What follows belongs to an exercise in optimizing a design on an open flow for small area, a short achievable clock period and few clock cycles; a production flow would make more cautious choices.
At most, simulation tests tie the RTL to the original design; equivalence was not proved.
Power and IR drop assume default switching activity.

// ttt_main
module ttt_main (
    input  logic                                reset,
    input  logic                                clock_fast,
    output logic [2:0]                          stage,
    input  logic [4-1:0]        processor_id_in,
    output logic [4-1:0]        processor_id_out,
    input  logic [4-1:0]     good_tokens_in,
    input  logic [4-1:0]     bad_tokens_in,
    output logic [1:0]                          token_startstop,
    output logic                                output_valid,
    input  logic [4:0]                          instruction,
    input  logic [6-1:0]        connection_id_in,
    input  logic [8-1:0]           prog_data
);
    localparam int NP = 10;
    localparam int NC = 50;
    localparam int NH = NC / 2;          
    localparam int NG = (NH + 3) / 4;    
    logic signed [7:0] g_cnt [NP];
    logic signed [7:0] b_cnt [NP];
    logic signed [7:0] g_thr [NP];
    logic signed [7:0] b_thr [NP];
    logic [NP-1:0]     act;
    logic [5:0]        first [NP+1];
    logic [3:0]        tgt_mem [2][NH];
    logic [7:0]        wt_mem [2][NH];
    logic        x_add;
    logic        x_gthr;
    logic        x_bthr;
    logic        x_upd;
    logic        x_first;
    logic        x_tgt;
    logic        x_wt;
    logic [NP:0] x_hit;       
    logic [5:0]  x_cid;
    logic [7:0]  x_data;
    logic        x_neg;       
  ...
==> flow/config.mk <==
export PLATFORM = sky130hd
export DESIGN_NAME = ttt_main
export DESIGN_NICKNAME = ttt_main
export VERILOG_FILES = /design/flow/design.v
export SDC_FILE = /design/flow/constraint.sdc
export NUM_CORES = 4
export LEC_CHECK = 0
export ABC_CLOCK_PERIOD_IN_PS = 3000
export CAP_MARGIN = 30
export CORE_MARGIN = 2
export CORE_UTILIZATION = 40
export CTS_BUF_LIST = sky130_fd_sc_hd__clkbuf_16
export CTS_CLUSTER_DIAMETER = 70
export CTS_CLUSTER_SIZE = 25
export SETUP_SLACK_MARGIN = 3.2
export SLEW_MARGIN = 20
==> flow/constraint.sdc <==
create_clock -name core_clock -period 6.5 [get_ports {clock_fast}]
set_input_delay 1.3000 -clock core_clock [delete_from_list [all_inputs] [get_ports {clock_fast}]]
set_output_delay 1.3000 -clock core_clock [all_outputs]
set_load 0.01 [all_outputs]
run.sh (not shown) runs the stock make flow with config.mk's settings and CLKGATE_MAP_FILE= SYNTH_SCRIPT=/design/flow/synth_recipe.tcl, a recipe that flattens the netlist after the stock synthesis.
Testbench counts at the start, summed over its fixed seeds: cycles 4,393.
Edit:
- CTS_CLUSTER_DIAMETER: 70 -> 60
- CTS_CLUSTER_SIZE: 25 -> 20
- SETUP_SLACK_MARGIN: 3.2 -> 3.6
Result: The changed run finished with timing, DRC and antenna clean. Synthesized area is unchanged. Sequential share of layout area shrinks by 4.1 points. Via count grows by 3.6%. Non-clock buffer count grows by 100. Clock-buffer cell count grows by 35. Total power grows by about 13%. Worst hold slack barely changes. Setup slack gains 0.046 ns. Clock power grows by 41%. Cell area grows by 7.1%.
Edit:
- CTS_CLUSTER_DIAMETER: 60 -> 70
- CTS_CLUSTER_SIZE: 20 -> 25
- SETUP_SLACK_MARGIN: 3.6 -> 3.45
After rerunning: Final cell count falls by 1.0%. Worst setup slack gets worse by 0.18 ns. Count of clock-buffer cells in the layout decreases by 28. Sequential power barely changes. Routed wire length is lower by 1.6%. Sequential share of layout area increases by 1.4 points. Power fell by 7.3%. Clock power is lower by 20%.
Edit:
- GPL_ROUTABILITY_DRIVEN: not set -> 0
- SETUP_SLACK_MARGIN: 3.45 -> 3.3
Effect: The changed run went through all stages and came out clean; die area does not change; via count fell by 1.3%; worst hold slack gets better by 0.026 ns; synthesized cell count is unchanged; wire length fell by 1.5%.
Edit:
- GPL_ROUTABILITY_DRIVEN: 0 -> not set
Result: The changed run finished clean. Wire length stays the same. Sequential share of layout area does not change. Register-to-register slack hardly moves. Clock-buffer cell count stays the same.

* * *

Starting RTL as in the previous note.
clock: 6.5 ns
lec_check: 0
abc_clock_period_in_ps: 3000
cap_margin: 30
core_margin: 2
core_utilization: 40
cts_buf_list: sky130_fd_sc_hd__clkbuf_16
cts_cluster_diameter: 75
cts_cluster_size: 28
setup_slack_margin: 3.3
slew_margin: 20
Testbench counts at the start, summed over its fixed seeds: cycles 4,393.
Then changed:
CORE_UTILIZATION = 50   (was 40)
CTS_CLUSTER_DIAMETER = 70   (was 75)
CTS_CLUSTER_SIZE = 25   (was 28)
The new run completed without violations. Global-route usage went up by 6.2 points. Power goes up by about 1.5%. Clock skew is higher by 0.027 ns. Design area came out higher by 0.38%. Wire length went up by 2.3%. Clock-buffer cell count went up by 5. Worst setup slack is worse by 0.10 ns. Fmax decreases by 3.0%. Cell count is lower by 4.7%.
Then changed:
CORE_UTILIZATION = 40   (was 50)
CTS_CLUSTER_DIAMETER = 60   (was 70)
CTS_CLUSTER_SIZE = 20   (was 25)
SETUP_SLACK_MARGIN = 3.0   (was 3.3)
Die area rises by a quarter to a third.
Utilization falls by 12 points.
Design area falls slightly.
Routed wire length falls by a few percent.
Hold slack loses 0.018 ns.
First-iteration DRC count falls by about a fifth.
Cell count rises by a few percent.
Power rises by a few percent.
Non-clock buffer count falls by 73.
Via count falls by a few percent.

* * *

## old
Another version of the RTL of ttt_main (not shown whole).
For scale: ~1100 flip-flops, about 43 I/O pins, ~46000 sq um of cells after synthesis.
Settings: LEC_CHECK=0, ABC_CLOCK_PERIOD_IN_PS=3000, CAP_MARGIN=20, CORE_MARGIN=2, CORE_UTILIZATION=40, CTS_BUF_LIST=sky130_fd_sc_hd__clkbuf_16, CTS_CLUSTER_DIAMETER=60, CTS_CLUSTER_SIZE=20, SETUP_SLACK_MARGIN=3.4, SLEW_MARGIN=20; clock period 6.5 ns.
Testbench counts of old, summed over its fixed seeds: cycles 4,393.
[inputs] new vs old
diff --git a/flow/config.mk b/flow/config.mk
--- a/flow/config.mk
+++ b/flow/config.mk
@@ -14,3 +14,4 @@
 export CTS_CLUSTER_SIZE = 20
-export SETUP_SLACK_MARGIN = 3.4
+export PLACE_DENSITY = 0.75
+export SETUP_SLACK_MARGIN = 3.0
 export SLEW_MARGIN = 20
==> comparison <==
- old has higher met1 layer wirelength in the final routing than new.
- The lower non-clock buffer area fraction after layout of old and new is in new.
- In new relative to old, routed length on met2 had gone down by a few percent.
- Summary — switching power, new relative to old: lower, by 0.00054 W.
- Lower design area among old and new: new
- Of the two values seen for worst setup path endpoint, busy$_SDFF_PP0_ was produced by new and m_lo[0][0]$_DFFE_PP_ by old.
- The setup slack on the worst flop-to-flop path of new is lower than that of old.
- For new, the critical-path cell with the highest stage delay was sky130_fd_sc_hd__edfxtp_1, unlike old, where it was sky130_fd_sc_hd__a222oi_1.
- For new, the critical path launch point was m_lo[0][2]$_DFFE_PP_, unlike old, where it was m_lo[1][0]$_DFFE_PP_.

* * *

Another version of the RTL of ttt_main (not shown whole).
Size in the first run: about 44,000 um2 of cells after synthesis.
==> flow/config.mk <==
export PLATFORM = sky130hd
export DESIGN_NAME = ttt_main
export DESIGN_NICKNAME = ttt_main
export VERILOG_FILES = /design/flow/design.v
export SDC_FILE = /design/flow/constraint.sdc
export NUM_CORES = 4
export LEC_CHECK = 0
export ABC_CLOCK_PERIOD_IN_PS = 3000
export CAP_MARGIN = 20
export CORE_MARGIN = 2
export CORE_UTILIZATION = 40
export CTS_BUF_LIST = sky130_fd_sc_hd__clkbuf_16
export CTS_CLUSTER_DIAMETER = 60
export CTS_CLUSTER_SIZE = 20
export SETUP_SLACK_MARGIN = 3.0
export SLEW_MARGIN = 20
==> flow/constraint.sdc <==
create_clock -name core_clock -period 6.5 [get_ports {clock_fast}]
set_input_delay 1.3000 -clock core_clock [delete_from_list [all_inputs] [get_ports {clock_fast}]]
set_output_delay 1.3000 -clock core_clock [all_outputs]
set_load 0.01 [all_outputs]
Change:
- CORE_UTILIZATION: 40 -> 60
- CTS_BUF_LIST: sky130_fd_sc_hd__clkbuf_16 -> not set
- CTS_CLUSTER_DIAMETER: 60 -> not set
- CTS_CLUSTER_SIZE: 20 -> not set
The new run produced a clean layout.
Global-route usage rises by 10 points.
Core utilization went up by 24 points.
Cell count decreases by about 8%.
Synthesized area stays the same.
Cell area goes up by 0.31%.
Worst hold slack is about the same.
First-iteration DRC count came out higher by 2.1%.
Setup slack loses 250 ps.
Power is higher by about 8%.
Via count climbs by 1.2%.
Change:
- CORE_UTILIZATION: 60 -> 40
- CTS_BUF_LIST: not set -> sky130_fd_sc_hd__clkbuf_16
- CTS_CLUSTER_DIAMETER: not set -> 90
- CTS_CLUSTER_SIZE: not set -> 30
- cell count climbs by a little under a tenth
- critical path depth goes up by 5
- first-iteration DRC count came out higher slightly
- via count decreases slightly
- non-clock buffer count came out higher by 40
- worst setup slack is better by 99 ps
- synthesized area stays the same
- hold slack barely changes
Function was not checked in any run of this note: the RTL went through the layout flow alone.

* * *

ttt_main, a different RTL version from the one above (not shown whole).
Size: roughly 3600 cells after synthesis, roughly 43 I/O pins, roughly 48000 um2 of cells after synthesis.
Settings: LEC_CHECK=0, ABC_CLOCK_PERIOD_IN_PS=3000, CAP_MARGIN=30, CORE_MARGIN=2, CORE_UTILIZATION=40, CTS_BUF_LIST=sky130_fd_sc_hd__clkbuf_16, CTS_CLUSTER_DIAMETER=70, CTS_CLUSTER_SIZE=25, SETUP_SLACK_MARGIN=3.3, SLEW_MARGIN=20; clock period 6.5 ns.
The baseline ran to the end with no violations.
Next try:
- CTS_CLUSTER_DIAMETER: 70 -> 60
- CTS_CLUSTER_SIZE: 25 -> 20
The new run completed without violations.
Hold slack barely changes.
Setup slack improves by 78 ps.
Die area is unchanged.
Synthesized cell count is unchanged.
Utilization climbs by 0.88 points.
Power rises by 6.8%.
Flip-flop and latch count is unchanged.
First-iteration DRC count is higher by 4.2%.
Final area went up by 1.9%.
Function was not checked in any run of this note: the RTL went through the layout flow alone.

* * *

## the baseline
Another version of the RTL of ttt_main (not shown whole).
For scale: roughly 1,100 flip-flops, ~0.048 mm² of cells after synthesis.
// ttt_main
module ttt_main (
    input  logic                                reset,
    input  logic                                clock_fast,
    output logic [2:0]                          stage,
    input  logic [4-1:0]        processor_id_in,
    output logic [4-1:0]        processor_id_out,
    input  logic [4-1:0]     good_tokens_in,
    input  logic [4-1:0]     bad_tokens_in,
    output logic [1:0]                          token_startstop,
    output logic                                output_valid,
    input  logic [4:0]                          instruction,
    input  logic [6-1:0]        connection_id_in,
    input  logic [8-1:0]           prog_data
);
Settings: LEC_CHECK=0, ABC_CLOCK_PERIOD_IN_PS=3000, CAP_MARGIN=30, CORE_MARGIN=2, CORE_UTILIZATION=40, CTS_BUF_LIST=sky130_fd_sc_hd__clkbuf_16, CTS_CLUSTER_DIAMETER=60, CTS_CLUSTER_SIZE=20, SETUP_SLACK_MARGIN=3.3, SLEW_MARGIN=20; clock period 6.5 ns.
Changes in the candidate relative to the baseline:
--- a/flow/config.mk
+++ b/flow/config.mk
@@ -13,2 +13,2 @@
-export CTS_CLUSTER_DIAMETER = 60
-export CTS_CLUSTER_SIZE = 20
+export CTS_CLUSTER_DIAMETER = 70
+export CTS_CLUSTER_SIZE = 25
Results
Taking the baseline as the reference, in the candidate netlist area before placement ~0 delta; routed via count divided by cell count +about 0.75%; detailed-routed wire length on met2 +380 µm; clock-buffer cell count -35%. The candidate vs the baseline on routed wire length: the candidate is the higher one. Higher power goes to the baseline over the candidate. Detailed-route wire length per cell of the candidate exceeds that of the baseline slightly.
No functional check of the RTL was part of any run of this note.

## port drivers added, routing unchanged
The results above use ideal ports. As a check the final layouts listed here were re-extracted and re-timed, cells and wires unchanged. Step 1, drivers: a clkbuf_16 drives clock_fast and a buf_2 each remaining input, both assumed. Step 2 also shifts input and output timing later by t, the mid clock arrival at the registers, as if the neighbouring blocks saw the same clock. Slacks: no drivers / after step 1 / after step 2; pairs: no drivers / after step 1.
run | t, ns | setup slack, ns | worst hold slack (ns)
the first run of note 1 | 0.720 | 3.251 / 3.251 / 2.718 | 0.508 / 0.508 / 0.508
the second run of note 1 | 0.740 | 3.297 / 3.297 / 2.793 | 0.511 / 0.511 / 0.511
the third run of note 1 | 0.754 | 3.120 / 3.120 / 2.737 | 0.474 / 0.474 / 0.474
the fourth run of note 1 | 0.753 | 3.313 / 3.312 / 2.701 | 0.500 / 0.500 / 0.500
the fifth run of note 1 | 0.753 | 3.313 / 3.312 / 2.701 | 0.500 / 0.500 / 0.500
the first run of note 2 | 0.748 | 3.263 / 3.263 / 2.740 | 0.499 / 0.499 / 0.499
the second run of note 2 | 0.782 | 3.163 / 3.163 / 2.580 | 0.497 / 0.497 / 0.497
the third run of note 2 | 0.742 | 3.052 / 3.052 / 2.609 | 0.480 / 0.480 / 0.480
old | 0.720 | 3.061 / 3.061 / 2.699 | 0.457 / 0.457 / 0.457
new | 0.718 | 2.915 / 2.915 / 2.592 | 0.481 / 0.481 / 0.481
the first run of note 4 | 0.722 | 2.517 / 2.517 / 2.389 | 0.478 / 0.478 / 0.478
the second run of note 4 | 0.734 | 2.271 / 2.271 / 2.271 | 0.476 / 0.476 / 0.476
the third run of note 4 | 0.738 | 2.370 / 2.370 / 2.370 | 0.478 / 0.478 / 0.478
the first run of note 5 | 0.727 | 2.983 / 2.983 / 2.509 | 0.472 / 0.472 / 0.472
the second run of note 5 | 0.743 | 3.061 / 3.061 / 2.626 | 0.470 / 0.470 / 0.470
the baseline | 0.716 | 3.298 / 3.298 / 2.695 | 0.504 / 0.504 / 0.504
the candidate | 0.768 | 3.327 / 3.327 / 2.695 | 0.491 / 0.491 / 0.491
After both steps every run listed still meets setup and hold. The setup slack of the candidate, which loses most, moves by 0.000 ns with the drivers and by -0.632 ns with both steps.
